Background: an optimization exercise with open tools, aiming at small area, a short achievable clock period and few clock cycles. Do not read the settings as production practice.
In this exercise RTL edits were held to simulation tests only and were not proved equivalent to the original.
Power and IR drop assume default switching activity.

## flow/design.v (module list and top-level ports; edited modules follow where they fit)
// module matmul_ctrl: 102 lines
// module matmul_addr_gen: 13 lines
// module matmul_mac: 1612 lines
// module matmul_fa: 10 lines
// module matmul_top: 59 lines
module matmul_top (
	input  logic                   clk,
	input  logic                   reset_n,
	input  logic                   dut_valid,
	output logic                   dut_ready,
	output matmul_pkg::sram_addr_t input_read_address,
	input  matmul_pkg::sram_data_t input_read_data,
	output matmul_pkg::sram_addr_t weight_read_address,
	input  matmul_pkg::sram_data_t weight_read_data,
	output logic                   result_write_enable,
	output matmul_pkg::sram_addr_t result_write_address,
	output matmul_pkg::sram_data_t result_write_data
);
  // ...
==> flow/flow/run.sh <==
#!/bin/bash
set -euo pipefail
MARGIN=${MARGIN:-8.65}
bash standard.sh SETUP_SLACK_MARGIN=$MARGIN \
  "BUFFER_PORTS_ARGS=-buffer_cell sky130_fd_sc_hd__buf_2" finish > standard.log 2>&1
==> flow/standard.sh <==
#!/bin/bash
# synth_recipe.tcl (not shown) runs the flow's synth.tcl, then flattens the netlist and writes it again
# the make line also repeats each setting of config.mk as NAME=value (left out here)
make -C /OpenROAD-flow-scripts/flow DESIGN_CONFIG=/design/flow/config.mk WORK_HOME=/design/flow/orfs CLKGATE_MAP_FILE= SYNTH_SCRIPT=/design/flow/synth_recipe.tcl "${@:-finish}"
==> flow/config.mk <==
export PLATFORM = sky130hd
export DESIGN_NAME = matmul_top
export DESIGN_NICKNAME = matmul_top
export VERILOG_FILES = /design/flow/design.v
export SDC_FILE = /design/flow/constraint.sdc
export NUM_CORES = 4
export LEC_CHECK = 0
export CAP_MARGIN = 20
export CORE_MARGIN = 2
export CORE_UTILIZATION = 60
export CTS_CLUSTER_DIAMETER = 140
export CTS_CLUSTER_SIZE = 28
export SLEW_MARGIN = 20
export SYNTH_HIERARCHICAL = 1
==> flow/constraint.sdc <==
create_clock -name core_clock -period 12.0 [get_ports {clk}]
set_input_delay 2.4000 -clock core_clock [delete_from_list [all_inputs] [get_ports {clk}]]
set_output_delay 2.4000 -clock core_clock [all_outputs]
set_load 0.01 [all_outputs]
==> summary.txt, run 1 <==
The flow ran to the end and the layout has no timing, DRC or antenna violations. The internal portion of the total power is 4.05 mW. For hold timing, the worst endpoint is u_mac.sum[3]$_DFF_P_.

The final-layout fill cell count is 3125. The slowest stage of the critical path belongs to the cell sky130_fd_sc_hd__dfxtp_2. The required time of the critical path came out at 9.60 ns. In this run the standard cell core region covers 39800 sq um. The worst setup slack for register-to-register paths came out at 8.72 ns.

Clock tree buffers and inverters occupy 1.77% of the routed design's cell area. The area taken by flip-flops and latches is 8540 sq um. The simple-gate share of the synthesized area came out at 9.31%. The wire length the detailed router placed on met1 is 26500 um. The worst hold path passes through 0 cells.

The dominant combinational cell family by area after synthesis is adder cells. For this design, the sink count on the clock tree is 384. The worst hold margin came out at 0.345 ns. The multi-input combinational cells in the finished layout cover a total of 15100 sq um.

The share of post-route cells with drive strength above 1 is 16.5%. The pin slew with the least headroom to its limit came out at 0.811 ns. The multiplexer area fraction after synthesis came out at 0.423%.

The initial antenna violation count came out at 2. The kind of path behind the tightest hold check is reg2reg. The count of pins on the block boundary came out at 149. The register clock-pin slew on the reported worst setup and hold paths is 0.11 ns. The maximum number of pins on one net before global-route repair came out at 81. 0 antenna diodes ended up in the layout. At the later pin of the worst-skew pair, clock insertion delay measures 0.56 ns.

The count of multi-input combinational gates came out at 1653. Among all flip-flop cells after synthesis, the most frequent one is sky130_fd_sc_hd__dfxtp_1. Overall power consumption after layout is estimated at 6.80 mW. The floorplan die height is 205 um.

The maximum level of the CTS H-tree is 1. The layout-stage area growth over the synthesis result is 10.0%. The launch instance of the worst min-delay path is u_mac.acc[3]$_DFF_P_. The global routing stage identified its most utilized layer as met2. The pre-CTS worst setup slack is 8.26 ns.

Traced cell by cell, the critical path runs through buf_6. The finished layout holds 2840 standard cells, fillers aside. The number of buffer and inverter instances along the worst setup path came out at 1. The die outline width is 205 um.
Testbench counts, summed over its fixed seeds: cycles 30,328.
==> run 2: changes to the inputs <==
--- a/flow/flow/run.sh
+++ b/flow/flow/run.sh
@@ -2,3 +2,3 @@
 set -euo pipefail
-MARGIN=${MARGIN:-8.65}
+MARGIN=${MARGIN:-8.6}
 bash standard.sh SETUP_SLACK_MARGIN=$MARGIN \
--- a/flow/config.mk
+++ b/flow/config.mk
@@ -9,5 +9,5 @@
 export CORE_MARGIN = 2
-export CORE_UTILIZATION = 60
-export CTS_CLUSTER_DIAMETER = 140
-export CTS_CLUSTER_SIZE = 28
+export CORE_UTILIZATION = 55
+export CTS_CLUSTER_DIAMETER = 120
+export CTS_CLUSTER_SIZE = 24
 export SLEW_MARGIN = 20
==> summary.txt, run 2 <==
TritonCTS built the clock tree. The number of enable flip-flop cells after synthesis came out at 64. The count of TritonRoute iterations in the first routing pass came out at 6. The max-slew headroom at the worst pin came out at 34.4%. The share of post-route cells with drive strength above 1 came out at 15.9% (-0.60 points).

The count of pins on the block boundary came out at 149 (unchanged). The DRC violation count after routing came out at 0. The placer's final routability congestion estimate came out at 0.910. The initial antenna violation count came out at 3 (+1). The maximum level of the CTS H-tree came to 1 (unchanged). The required time of the critical path was 9.60 ns (about the same).

The layout-stage area growth over the synthesis result came out at 10.1% (about the same). The via count came out at 17292. The number of logic stages on the critical path including buffering came out at 1. The final non-filler cell total is 2900 (+2.1%). Summed over all layers, the routed wires come to 64800 um. The post-synthesis cell type with the largest combined area is sky130_fd_sc_hd__dfxtp_1. The final setup slack of the worst path came out at 8.56 ns. The number of core rows came out at 76. The signal on the critical path passes through buf_6.

The worst setup path is captured at an output pin. Sequential cells burn 29.0% of the power. The simple-gate share of the synthesized area came to 9.31% (unchanged). Yosys instantiated no cell more often than sky130_fd_sc_hd__xnor2_1. The power spent charging and discharging nets came out at 2.74 mW. The summed negative setup slack over all endpoints came out at 0 ns. The count of nets left with antenna violations after detail routing is 0. The maximum number of pins on one net before global-route repair came out at 104 (+28%).

The top layer reached by signal wires is met5. The number of instances on the worst hold path is 0 (unchanged). Once the floorplan was initialized, standard cells occupied 56.0% of the core. Setup violations remaining at the end of the flow were counted as 0. Combinational cells account for 60.5% of the total power. Dividing the detail-routed wire length by the instance count gives 22.3 um. The number of buffers inserted during clock tree synthesis is 19.

The wire length of the first global-routing pass came out at 101000 um. The worst hold margin is 0.334 ns (-0.0101 ns). The HPWL after detailed placement is 44300 um. The register with the most flip-flops in the layout has 79 of them. In this run the worst hold path is classified as reg2reg. In this run the deepest clock path goes through 3 buffers. The pre-CTS worst setup slack came out at 8.35 ns (+0.0877 ns). The share of synthesized flip-flops with an asynchronous set or reset came out at 0%. The total power density per cell area is 255 nW/um^2. The fraction of synthesized cell area in xor and xnor cells is 15.9%.

The average size of a mapped cell is 10.8 sq um. The internal power contribution came to 4.07 mW (+0.25%). The slowest stage of the critical path is the sky130_fd_sc_hd__dfxtp_2 cell. Summing the areas of all fa, ha and maj instances in the mapped netlist gives 23.0% of the synthesized area. The worst clock skew came out at 0.0196 ns. The wire length the detailed router placed on met1 is 27200 um (+2.5%).

The tool flagged a number of max-cap violations equal to 0. More flip-flops sit in one register than any other, and that register is u_mac.cut_q. Setup repair after global routing could not meet its margin everywhere. The number of inserted diodes came to 0 (unchanged).

The number of hold violations in the final report came out at 0. The post-detailed-route via-to-cell ratio is 5.96. The library cell used most frequently in the layout, excluding fill and tap cells, is sky130_fd_sc_hd__xnor2_1. The number of global-route vias before repair is 17780. The overall fraction of global-route tracks in use came out at 28.0%.

In the detailed route, the total length drawn on met2 is 30500 um. The worst register-to-register path begins at u_mac.two_q[0]$_DFF_P_. The mapped cell area came out at 24200 sq um. The register clock-pin slew on the reported worst setup and hold paths came out at 0.11 ns (about the same). Following the worst setup path forward leads to its endpoint at weight_read_address[3].

The fraction of the mapped netlist area in compound gates came out at 13.7%. The number of sinks driven by the clock tree came out at 384 (unchanged). The fraction of power consumed by the clock network is 10.5%. The final-layout fill cell count is 3610 (+16%). The area inside the core boundary came out at 43300 sq um (+8.6%). The die outline width is 214 um (+4.4%).

The worst setup slack for register-to-register paths came out at 8.68 ns (-0.04 ns). The peak supply drop came out at 0.252 mV. The startpoint kind of the worst setup timing path is a flop. The run finished with no timing, DRC or antenna violations. The number of buffer and inverter instances along the worst setup path came out at 1 (unchanged). The routed design uses 4740 um of met3 wire. After synthesis, the largest family of logic cells by area is adder cells. The dominant synthesized flop cell is sky130_fd_sc_hd__dfxtp_1. The net count after synthesis came out at 2610. The clock period minus final worst setup slack is 3.44 ns. The worst path arrival time came out at 1.04 ns. The count of buffers from port buffering is 148. The count of synthesis-stage warnings from yosys is 10. The number of placed instances with taps included is 2825.

The insertion delay to the later sink of the worst-skew pair came out at 0.56 ns (about the same). The synthesized instance count came out at 2238. The number of buffers inserted by hold repair at cts is 0. The classification of the worst setup path is reg2out.

The netlist uses 76 different library cells. Along the worst path, the maximum fanout reaches 2. Tracing the worst setup path back leads to its startpoint at u_ctrl.b_ptr[3]$_SDFF_PP0_. The top-area cell type share of the netlist area came out at 26.4%. The multiplexer area fraction after synthesis is 0.423% (unchanged). Of the available clock period, the critical path in the final layout requires 28.7%.

In the synthesized netlist, the cells that appear most often are sky130_fd_sc_hd__xnor2_1, sky130_fd_sc_hd__dfxtp_1, sky130_fd_sc_hd__a22oi_1. The number of pins with negative max-slew slack in the final report came out at 0. For this design the static power due to leakage is 10.1 nW. The switching part of the total power came out at 40.2%.

In the final design database the tool counted 2679 nets. Yosys attributes the largest share of cell area to sky130_fd_sc_hd__dfxtp_1, sky130_fd_sc_hd__fa_1, sky130_fd_sc_hd__xnor2_1. The number of cells on the worst reg-to-reg path is 7. The pin slew with the least headroom to its limit came out at 0.985 ns (+0.174 ns). In this run the critical register-to-register path is captured at u_mac.cut_q[19]$_DFF_P_.

The flip-flop and latch count after synthesis is 384. The delay of the slowest critical-path stage is 0.37 ns. The highest attainable clock frequency is 0.290 GHz. The floorplan die height was 214 um (+4.4%). The library cells used most frequently in the layout, excluding fill and tap cells, are sky130_fd_sc_hd__xnor2_1, sky130_fd_sc_hd__a22oi_1, sky130_fd_sc_hd__fa_1, sky130_fd_sc_hd__dfxtp_1, sky130_fd_sc_hd__nand2_1. The dominant delay contributor by cell family on the critical path is flip-flops. After synthesis, flip-flops and latches occupy 34.4% of the total area. After the first detailed-routing iteration, the DRC count stood at 1430. The die footprint came out at 45800 sq um. The tree is rooted in a sky130_fd_sc_hd__clkbuf_16. The global-route congestion overflow total came out at 0.
==> run 2: changes by cell type in the layout (fill, tap and decap cells not counted), moves of 2 or more <==
cell,change
sky130_fd_sc_hd__dfxtp_1,+13
sky130_fd_sc_hd__dfxtp_2,-11
sky130_fd_sc_hd__buf_2,+10
sky130_fd_sc_hd__buf_6,-10
sky130_fd_sc_hd__buf_4,-2
sky130_fd_sc_hd__clkbuf_16,+2
sky130_fd_sc_hd__dfxtp_4,-2
==> run 2: per-layer routing <==
layer / global-route usage [%] / up-vias
li1: - / 7829
met1: 37.2 / 8545
met2: 45.6 / 770
met3: 5.28 / 144
met4: 10.5 / 4
met5: 0 / -
==> run 2: per-module statistics from Yosys, one instance, submodules excluded <==
module	cells inside	flops+latches	cell area, sq um	times used
matmul_fa	1	0	20.0	228
matmul_mac	1244	226	12000	1
matmul_top	19	9	243	1
matmul_addr_gen	83	16	757	1
matmul_ctrl	664	133	6650	1
==> run 2: cells by family (layout without fill, tap and decap cells) <==
logic type	count (synthesis)	count (layout)
adder cells (fa/ha/maj)	305	305
flip-flops	384	384
AO/OA/AOI/OAI	482	482
XOR/XNOR	438	438
multiplexers	10	10
AND/OR/NAND/NOR	418	418
buffers and inverters	201	278
==> run 2: worst min-delay path by stage <==
stage | start | to | slack [ns]
after detailed placement | u_mac.acc[7]$_DFF_P_ | u_mac.sum[7]$_DFF_P_ | 0.33
final | u_mac.acc[0]$_DFF_P_ | u_mac.sum[0]$_DFF_P_ | 0.33
after floorplan | u_mac.acc[0]$_DFF_P_ | u_mac.sum[0]$_DFF_P_ | 0.32
after global routing | u_mac.acc[7]$_DFF_P_ | u_mac.sum[7]$_DFF_P_ | 0.36
after global placement | u_mac.acc[6]$_DFF_P_ | u_mac.sum[6]$_DFF_P_ | 0.33
after CTS | u_mac.acc[0]$_DFF_P_ | u_mac.sum[0]$_DFF_P_ | 0.34
==> run 2: metrics by stage <==
| stage | power (mW) | utilization, % | instance area, sq um |
|---|---|---|---|
| floorplan | 5.05 | - | 24200 |
| global placement | 5.85 | 58.2 | 25200 |
| detailed placement | 6.02 | 58.2 | 25200 |
| CTS | 6.80 | 61.4 | 26500 |
| global route | 7.51 | 61.7 | 26700 |
| finish | 6.80 | 61.7 | 26700 |
==> run 2: cell type report <==
type / instances / area [sq um] / share of cell area (%)
Sequential cell: 384 / 8520 / 31.9
Multi-Input combinational cell: 1653 / 15100 / 56.7
Tap cell: 585 / 732 / 2.74
Timing Repair Buffer: 216 / 1670 / 6.26
Inverter: 33 / 124 / 0.464
Clock inverter: 1 / 8.76 / 0.0328
Clock buffer: 28 / 509 / 1.91
==> run 2: power groups by stage <==
stage | clock network [mW] | logic [mW] | registers [mW]
floorplan | 0 | 3.13 | 1.91
global placement | 0 | 3.87 | 1.99
detailed placement | 0 | 4.03 | 1.99
CTS | 0.741 | 4.10 | 1.97
global route | 0.783 | 4.72 | 2.00
finish | 0.716 | 4.11 | 1.97
==> run 2: repair_timing <==
item / CTS / global route
endpoints found under the setup margin: 140 / 122
resized for setup: 161 / 35
buffers inserted: 38 / 7
hold endpoints to repair: 0 / 0
cloned: 1 / 0
pin swaps: 0 / 3

-- re-timing with driven ports --
The flow's constraints put no driver on any port. The routed layouts listed below were extracted and timed again, unchanged, in two steps.
Step 1 sets driving cells, clkbuf_16 on the clock port and buf_2 on the other inputs (assumed; they add their load-dependent delay and slew).
Step 2 moves the port delays by t, midway between the first and last clock arrival at a register: inputs arrive t later, outputs are due t later. That takes back most of the time a late clock gives input paths.
Slacks: no drivers / after step 1 / after step 2; pairs: no drivers / after step 1.
run | t, ns | slack for setup (ns) | clock arrival spread, ns | slew at the worst register clock pin (ns)
run 1 | 0.611 | 8.562 / 8.502 / 8.718 | 0.020 / 0.020 | 0.12 / 0.12
run 2 | 0.609 | 8.557 / 8.499 / 8.678 | 0.024 / 0.023 | 0.11 / 0.11
After both steps every run listed still meets setup and hold.
